From an optimization exercise on the open Yosys and OpenROAD flow, aimed at small area; shortcuts taken in it are not production practice. In this exercise RTL edits were held to simulation tests only and were not proved equivalent to the original. Power is estimated from default activity; no workload was simulated.

==> job 9013: inputs <==
==> flow/design.v <==
module wb_regfile_rdsel #(
    parameter int unsigned NREG = 32,
    parameter int unsigned AW   = 5
) (
    input  logic [AW-1:0]   addr_i,
    input  logic [AW-1:0]   rd_i,
    input  logic            wbv_i,
    input  logic [NREG-1:1] rd_ok_i,
    output logic [NREG-1:0] sel_o
);
    always_comb begin
        sel_o[0] = wbv_i && (addr_i == rd_i);
        for (int i = 1; i < int'(NREG); i++)
            sel_o[i] = rd_ok_i[i] && (addr_i == AW'(i));
    end
endmodule
module wb_regfile_aoi3 (
    input  logic [2:0] sel_i,
    input  logic [2:0] d_i,
    output logic       y_n_o
);
    assign y_n_o = ~|(sel_i & d_i);
endmodule
module wb_regfile_aoi2 (
    input  logic [1:0] sel_i,
    input  logic [1:0] d_i,
    output logic       y_n_o
);
    assign y_n_o = ~|(sel_i & d_i);
endmodule
module wb_regfile_andor (
    input  logic [31:0] sel_i,
    input  logic [31:0] d_i,
    output logic        y_o
);
    logic [10:0] t_n;
    for (genvar g = 0; g < 10; g++) begin : g_grp
        wb_regfile_aoi3 u_aoi (.sel_i(sel_i[3*g+2:3*g]), .d_i(d_i[3*g+2:3*g]), .y_n_o(t_n[g]));
    end
    wb_regfile_aoi2 u_aoi2 (.sel_i(sel_i[31:30]), .d_i(d_i[31:30]), .y_n_o(t_n[10]));
    assign y_o = ~&t_n;
endmodule
module wb_regfile_hold (
    input  logic we_i,
    input  logic wen_i,
    input  logic wd_i,
    input  logic q_i,
    output logic d_o
);
    assign d_o = (we_i & wd_i) | (wen_i & q_i);
endmodule
module wb_regfile_strobe (
    input  logic a_i,
    input  logic b_i,
    output logic y_o
);
    assign y_o = a_i & b_i;
endmodule
module wb_regfile #(
    parameter int unsigned XLEN = 32,
    parameter int unsigned NREG = 32,
    parameter int unsigned CNTW = 16
) (
    input  logic                    clk_i,
    input  logic                    rst_i,
    input  logic                    RegWrite_i,
    input  logic                    MemtoReg_i,
    input  logic [XLEN-1:0]         ALUResult_i,
    input  logic [XLEN-1:0]         RDdata_i,
    input  logic [$clog2(NREG)-1:0] RDaddr_i,
    input  logic [$clog2(NREG)-1:0] RS1addr_i,
    input  logic [$clog2(NREG)-1:0] RS2addr_i,
    output logic [XLEN-1:0]         RS1data_o,
    output logic [XLEN-1:0]         RS2data_o,
    output logic [XLEN-1:0]         WBdata_o,
    output logic                    WBvalid_o,
    output logic [CNTW-1:0]         WBcount_o
);
    localparam int unsigned AW = $clog2(NREG);
    logic [XLEN-1:0] regs_q [1:NREG-1];
    logic [XLEN-1:0] regs_d [1:NREG-1];
    logic [CNTW-1:0] cnt_q;
    logic [XLEN-1:0] wb_data_c;
    logic            wb_valid_c;
    logic [NREG-1:1] wr_c, wrn_c, we_c, hold_c, rd_ok_c;
    logic            run_c;
    logic [NREG-1:0] sel1, sel2;
    always_comb begin
        wb_data_c  = MemtoReg_i ? RDdata_i : ALUResult_i;
        wb_valid_c = RegWrite_i && (RDaddr_i != '0);
        run_c      = !rst_i;
        for (int i = 1; i < int'(NREG); i++) begin
            wr_c[i]  = RegWrite_i && (RDaddr_i == AW'(i));
            wrn_c[i] = !wr_c[i];
            rd_ok_c[i] = wrn_c[i];
        end
    end
    for (genvar i = 1; i < int'(NREG); i++) begin : g_stb
        wb_regfile_strobe u_we   (.a_i(run_c), .b_i(wr_c[i]),  .y_o(we_c[i]));
        wb_regfile_strobe u_hold (.a_i(run_c), .b_i(wrn_c[i]), .y_o(hold_c[i]));
    end
    wb_regfile_rdsel #(.NREG(NREG), .AW(AW)) u_sel1 (
        .addr_i(RS1addr_i), .rd_i(RDaddr_i), .wbv_i(wb_valid_c), .rd_ok_i(rd_ok_c), .sel_o(sel1));
    wb_regfile_rdsel #(.NREG(NREG), .AW(AW)) u_sel2 (
        .addr_i(RS2addr_i), .rd_i(RDaddr_i), .wbv_i(wb_valid_c), .rd_ok_i(rd_ok_c), .sel_o(sel2));
    for (genvar b = 0; b < int'(XLEN); b++) begin : g_bit
        logic [NREG-1:0] col;
        always_comb begin
            col[0] = wb_data_c[b];
            for (int i = 1; i < int'(NREG); i++) col[i] = regs_q[i][b];
        end
        wb_regfile_andor u_rd1 (.sel_i(sel1), .d_i(col), .y_o(RS1data_o[b]));
        wb_regfile_andor u_rd2 (.sel_i(sel2), .d_i(col), .y_o(RS2data_o[b]));
    end
    for (genvar i = 1; i < int'(NREG); i++) begin : g_reg
        for (genvar b = 0; b < int'(XLEN); b++) begin : g_b
            wb_regfile_hold u_hold (
                .we_i(we_c[i]), .wen_i(hold_c[i]), .wd_i(wb_data_c[b]), .q_i(regs_q[i][b]),
                .d_o(regs_d[i][b]));
        end
    end
    always_comb begin
        WBdata_o  = wb_data_c;
        WBvalid_o = wb_valid_c;
        WBcount_o = cnt_q;
    end
    always_ff @(posedge clk_i) begin
        for (int i = 1; i < int'(NREG); i++) regs_q[i] <= regs_d[i];
    end
    always_ff @(posedge clk_i) begin
        if (rst_i)           cnt_q <= '0;
        else if (wb_valid_c) cnt_q <= cnt_q + CNTW'(1);
    end
endmodule
==> flow/flow/run.sh <==
#!/bin/bash
# Standard ORFS layout (standard.sh, unchanged synthesis) with a few layout-only choices
# set in env.sh: minimum-size port buffers, combinational cells reset to drive strength
# 1 before placement (the resizer's repair steps upsize where needed), and a clock tree
# of clkbuf_8 buffers in small clusters without dummy loads.
set -euo pipefail
source flow/env.sh
bash standard.sh > standard.log 2>&1
==> flow/flow/downsize.tcl <==
# Start placement from the smallest drive strength of every combinational cell that
# synthesis upsized; the resizer's repair steps upsize again where timing needs it.
set n 0
foreach inst [get_cells *] {
  set ref [get_property $inst ref_name]
  if {![regexp {^(sky130_fd_sc_hd__[a-z0-9]+)_([0-9]+)$} $ref -> base sz]} continue
  if {$sz <= 1} continue
  if {[regexp {df|dl|buf|inv|conb|tap|fill|decap|mux} $base]} continue
  set lc [get_lib_cells -quiet */${base}_1]
  if {$lc eq ""} continue
  replace_cell $inst [lindex $lc 0]
  incr n
}
puts "downsize.tcl: replaced $n cells with drive strength 1"
==> flow/flow/env.sh <==
export BUFFER_PORTS_ARGS="-buffer_cell sky130_fd_sc_hd__buf_1"
export POST_FLOORPLAN_TCL="$PWD/flow/downsize.tcl"
export CTS_ARGS="-sink_clustering_enable -repair_clock_nets -dont_use_dummy_load -buf_list {sky130_fd_sc_hd__clkbuf_8} -sink_clustering_size 14 -sink_clustering_max_diameter 100"
==> flow/standard.sh <==
#!/bin/bash
# synth_recipe.tcl (not shown) runs the flow's synth.tcl, then flattens the netlist and writes it again
# the make line also repeats each setting of config.mk as NAME=value (left out here)
make -C /OpenROAD-flow-scripts/flow DESIGN_CONFIG=/design/flow/config.mk WORK_HOME=/design/flow/orfs CLKGATE_MAP_FILE= SYNTH_SCRIPT=/design/flow/synth_recipe.tcl "${@:-finish}"
==> flow/config.mk <==
export PLATFORM = sky130hd
export DESIGN_NAME = wb_regfile
export DESIGN_NICKNAME = wb_regfile
export VERILOG_FILES = /design/flow/design.v
export SDC_FILE = /design/flow/constraint.sdc
export NUM_CORES = 4
export LEC_CHECK = 0
export CAP_MARGIN = 20
export CELL_PAD_IN_SITES_DETAIL_PLACEMENT = 1
export CELL_PAD_IN_SITES_GLOBAL_PLACEMENT = 1
export CORE_MARGIN = 2
export CORE_UTILIZATION = 55
export PLACE_DENSITY = 0.65
export SLEW_MARGIN = 20
export SYNTH_HIERARCHICAL = 1
==> flow/constraint.sdc <==
create_clock -name core_clock -period 7.0 [get_ports {clk_i}]
set_input_delay 1.4000 -clock core_clock [delete_from_list [all_inputs] [get_ports {clk_i}]]
set_output_delay 1.4000 -clock core_clock [all_outputs]
set_load 0.01 [all_outputs]
==> inputs of job 9650, as changes to job 9013 <==
==> flow/flow/run.sh (replaced) <==
#!/bin/bash
# Standard ORFS layout (standard.sh) with a few layout-only choices set in env.sh:
# minimum-size port buffers; synthesis buffers removed and combinational cells reset to
# drive strength 1 before placement (the resizer's repair steps upsize where needed);
# repair restricted to buffers no larger than buf_2; and a clock tree of clkbuf_4
# buffers in small clusters without dummy loads.
# Synthesis runs first on its own, exactly as standard.sh makes it; the layout steps
# then run with the extra don't-use cells.
set -euo pipefail
source flow/env.sh
bash standard.sh synth > synth.log 2>&1
bash standard.sh "DONT_USE_CELLS=$LAYOUT_DONT_USE" finish > standard.log 2>&1
--- a/flow/flow/downsize.tcl
+++ b/flow/flow/downsize.tcl
@@ -1,4 +1,6 @@
-# Start placement from the smallest drive strength of every combinational cell that
-# synthesis upsized; the resizer's repair steps upsize again where timing needs it.
+# Drop the buffers synthesis inserted and start placement from the smallest drive
+# strength of every combinational cell; the resizer's repair steps buffer and upsize
+# again where slew, capacitance or timing need it.
+remove_buffers
 set n 0
 foreach inst [get_cells *] {
==> flow/flow/env.sh (replaced) <==
export BUFFER_PORTS_ARGS="-buffer_cell sky130_fd_sc_hd__buf_1"
export POST_FLOORPLAN_TCL="$PWD/flow/downsize.tcl"
export CTS_ARGS="-sink_clustering_enable -repair_clock_nets -dont_use_dummy_load -buf_list {sky130_fd_sc_hd__clkbuf_4} -sink_clustering_size 9 -sink_clustering_max_diameter 100"
# Cells kept out of the layout steps (not synthesis): the platform's own don't-use list
# plus buffers larger than buf_2 and delay cells, so repair buffers with small cells.
export LAYOUT_DONT_USE="sky130_fd_sc_hd__probe_p_8 sky130_fd_sc_hd__probec_p_8 sky130_fd_sc_hd__lpflow_bleeder_1 sky130_fd_sc_hd__lpflow_clkbufkapwr_1 sky130_fd_sc_hd__lpflow_clkbufkapwr_16 sky130_fd_sc_hd__lpflow_clkbufkapwr_2 sky130_fd_sc_hd__lpflow_clkbufkapwr_4 sky130_fd_sc_hd__lpflow_clkbufkapwr_8 sky130_fd_sc_hd__lpflow_clkinvkapwr_1 sky130_fd_sc_hd__lpflow_clkinvkapwr_16 sky130_fd_sc_hd__lpflow_clkinvkapwr_2 sky130_fd_sc_hd__lpflow_clkinvkapwr_4 sky130_fd_sc_hd__lpflow_clkinvkapwr_8 sky130_fd_sc_hd__lpflow_decapkapwr_12 sky130_fd_sc_hd__lpflow_decapkapwr_3 sky130_fd_sc_hd__lpflow_decapkapwr_4 sky130_fd_sc_hd__lpflow_decapkapwr_6 sky130_fd_sc_hd__lpflow_decapkapwr_8 sky130_fd_sc_hd__lpflow_inputiso0n_1 sky130_fd_sc_hd__lpflow_inputiso0p_1 sky130_fd_sc_hd__lpflow_inputiso1n_1 sky130_fd_sc_hd__lpflow_inputiso1p_1 sky130_fd_sc_hd__lpflow_inputisolatch_1 sky130_fd_sc_hd__lpflow_isobufsrc_1 sky130_fd_sc_hd__lpflow_isobufsrc_16 sky130_fd_sc_hd__lpflow_isobufsrc_2 sky130_fd_sc_hd__lpflow_isobufsrc_4 sky130_fd_sc_hd__lpflow_isobufsrc_8 sky130_fd_sc_hd__lpflow_isobufsrckapwr_16 sky130_fd_sc_hd__lpflow_lsbuf_lh_hl_isowell_tap_1 sky130_fd_sc_hd__lpflow_lsbuf_lh_hl_isowell_tap_2 sky130_fd_sc_hd__lpflow_lsbuf_lh_hl_isowell_tap_4 sky130_fd_sc_hd__lpflow_lsbuf_lh_isowell_4 sky130_fd_sc_hd__lpflow_lsbuf_lh_isowell_tap_1 sky130_fd_sc_hd__lpflow_lsbuf_lh_isowell_tap_2 sky130_fd_sc_hd__lpflow_lsbuf_lh_isowell_tap_4 sky130_fd_sc_hd__buf_4 sky130_fd_sc_hd__buf_6 sky130_fd_sc_hd__buf_8 sky130_fd_sc_hd__buf_12 sky130_fd_sc_hd__buf_16 sky130_fd_sc_hd__bufbuf_8 sky130_fd_sc_hd__bufbuf_16 sky130_fd_sc_hd__bufinv_8 sky130_fd_sc_hd__bufinv_16 sky130_fd_sc_hd__clkbuf_16 sky130_fd_sc_hd__clkbuf_4 sky130_fd_sc_hd__clkdlybuf4s15_1 sky130_fd_sc_hd__clkdlybuf4s15_2 sky130_fd_sc_hd__clkdlybuf4s18_1 sky130_fd_sc_hd__clkdlybuf4s18_2 sky130_fd_sc_hd__clkdlybuf4s25_1 sky130_fd_sc_hd__clkdlybuf4s25_2 sky130_fd_sc_hd__clkdlybuf4s50_1 sky130_fd_sc_hd__clkdlybuf4s50_2 sky130_fd_sc_hd__dlygate4sd1_1 sky130_fd_sc_hd__dlygate4sd2_1 sky130_fd_sc_hd__dlygate4sd3_1 sky130_fd_sc_hd__dlymetal6s2s_1 sky130_fd_sc_hd__dlymetal6s4s_1 sky130_fd_sc_hd__dlymetal6s6s_1"
--- a/flow/config.mk
+++ b/flow/config.mk
@@ -6,10 +6,12 @@
 export NUM_CORES = 4
 export LEC_CHECK = 0
-export CAP_MARGIN = 20
+export CAP_MARGIN = 5
 export CELL_PAD_IN_SITES_DETAIL_PLACEMENT = 1
 export CELL_PAD_IN_SITES_GLOBAL_PLACEMENT = 1
 export CORE_MARGIN = 2
 export CORE_UTILIZATION = 55
+export GPL_TIMING_DRIVEN = 0
 export PLACE_DENSITY = 0.65
-export SLEW_MARGIN = 20
+export SETUP_SLACK_MARGIN = 0.15
+export SLEW_MARGIN = 5
 export SYNTH_HIERARCHICAL = 1
==> inputs of job 647, as changes to job 9013 <==
==> flow/flow/env.sh (replaced) <==
export BUFFER_PORTS_ARGS="-buffer_cell sky130_fd_sc_hd__buf_1"
export POST_FLOORPLAN_TCL="$PWD/flow/downsize.tcl"
export CTS_ARGS="-sink_clustering_enable -repair_clock_nets -dont_use_dummy_load -buf_list {sky130_fd_sc_hd__clkbuf_8} -sink_clustering_size 12 -sink_clustering_max_diameter 100"
--- a/flow/config.mk
+++ b/flow/config.mk
@@ -12,4 +12,5 @@
 export CORE_UTILIZATION = 55
 export PLACE_DENSITY = 0.65
+export SETUP_SLACK_MARGIN = 0.1
 export SLEW_MARGIN = 20
 export SYNTH_HIERARCHICAL = 1
==> run notes <==
Initial antenna violation count: job 9650 13; job 647 16; job 9013 23
Clock group power: job 9650 2.86 mW; job 647 3.17 mW; job 9013 2.99 mW
Buf/Inv on CP: job 9650 3; job 647 2; job 9013 2
Share of the cycle needed by the critical path after routing: job 9650 0.9670; job 647 0.9714; job 9013 0.9816
Number of clock buffer instances in the layout: job 9650 130; job 647 93; job 9013 81
Data arrival time of the critical path: job 9650 5370 ps; job 647 5400 ps; job 9013 5470 ps
H-tree levels: job 9650 4; job 647 3; job 9013 3
WL/cell: job 9650 42.56 um; job 647 44.90 um; job 9013 45.01 um
Termination of the worst setup path: job 9650 RS1data_o[2]; job 647 RS1data_o[24]; job 9013 RS2data_o[24]
Share of cell area taken by multi-input logic gates: job 9650 0.4491; job 647 0.4369; job 9013 0.4385
Fraction of layout cells with a size suffix above 1: job 9650 0.1053; job 647 0.08433; job 9013 0.08167
M3 GR Usage: job 9650 0.2219; job 647 0.2092; job 9013 0.2058
Placed cell areas: job 9650 42,110 sq um; job 647 42,720 sq um; job 9013 42,720 sq um
Combinational-cell power consumption: job 9650 0.742 mW; job 647 0.831 mW; job 9013 0.832 mW
Cell type with the highest occurrence count on the critical path: job 9650 buf_1; job 647 buf_1; job 9013 or3_1
First-pass GRT wire length: job 9650 283,000 um; job 647 301,300 um; job 9013 301,500 um
Outcome: job 9650 complete, no violations; job 647 complete, no violations; job 9013 complete, no violations

==> afterwards: timing with drivers on the ports <==
No port has a modelled driver above. Below, the same layouts with a new extraction and two added sets of constraints.
Step 1, drivers: a clkbuf_16 drives clk_i and a buf_2 each remaining input, both assumed.
Step 2, shift: input delay + t, output delay - t, t = (earliest + latest rising clock arrival at the registers) / 2. This alone moves slack from input paths to output paths.
Three values: no drivers, after step 1, after step 2; two values: the first two.
| run | shift t [ns] | setup slack, ns | latest minus earliest clock arrival (ns) |
|---|---|---|---|
| job 9013 | 0.797 | 0.129 / 0.103 / 0.103 | 0.083 / 0.083 |
| job 9650 | 1.113 | 0.231 / 0.209 / 0.209 | 0.096 / 0.096 |
| job 647 | 0.799 | 0.200 / 0.172 / 0.172 | 0.071 / 0.072 |
After both steps every run listed still meets setup and hold. The setup slack of job 647, which loses most, moves by -0.028 ns with the drivers and by -0.028 ns with both steps.
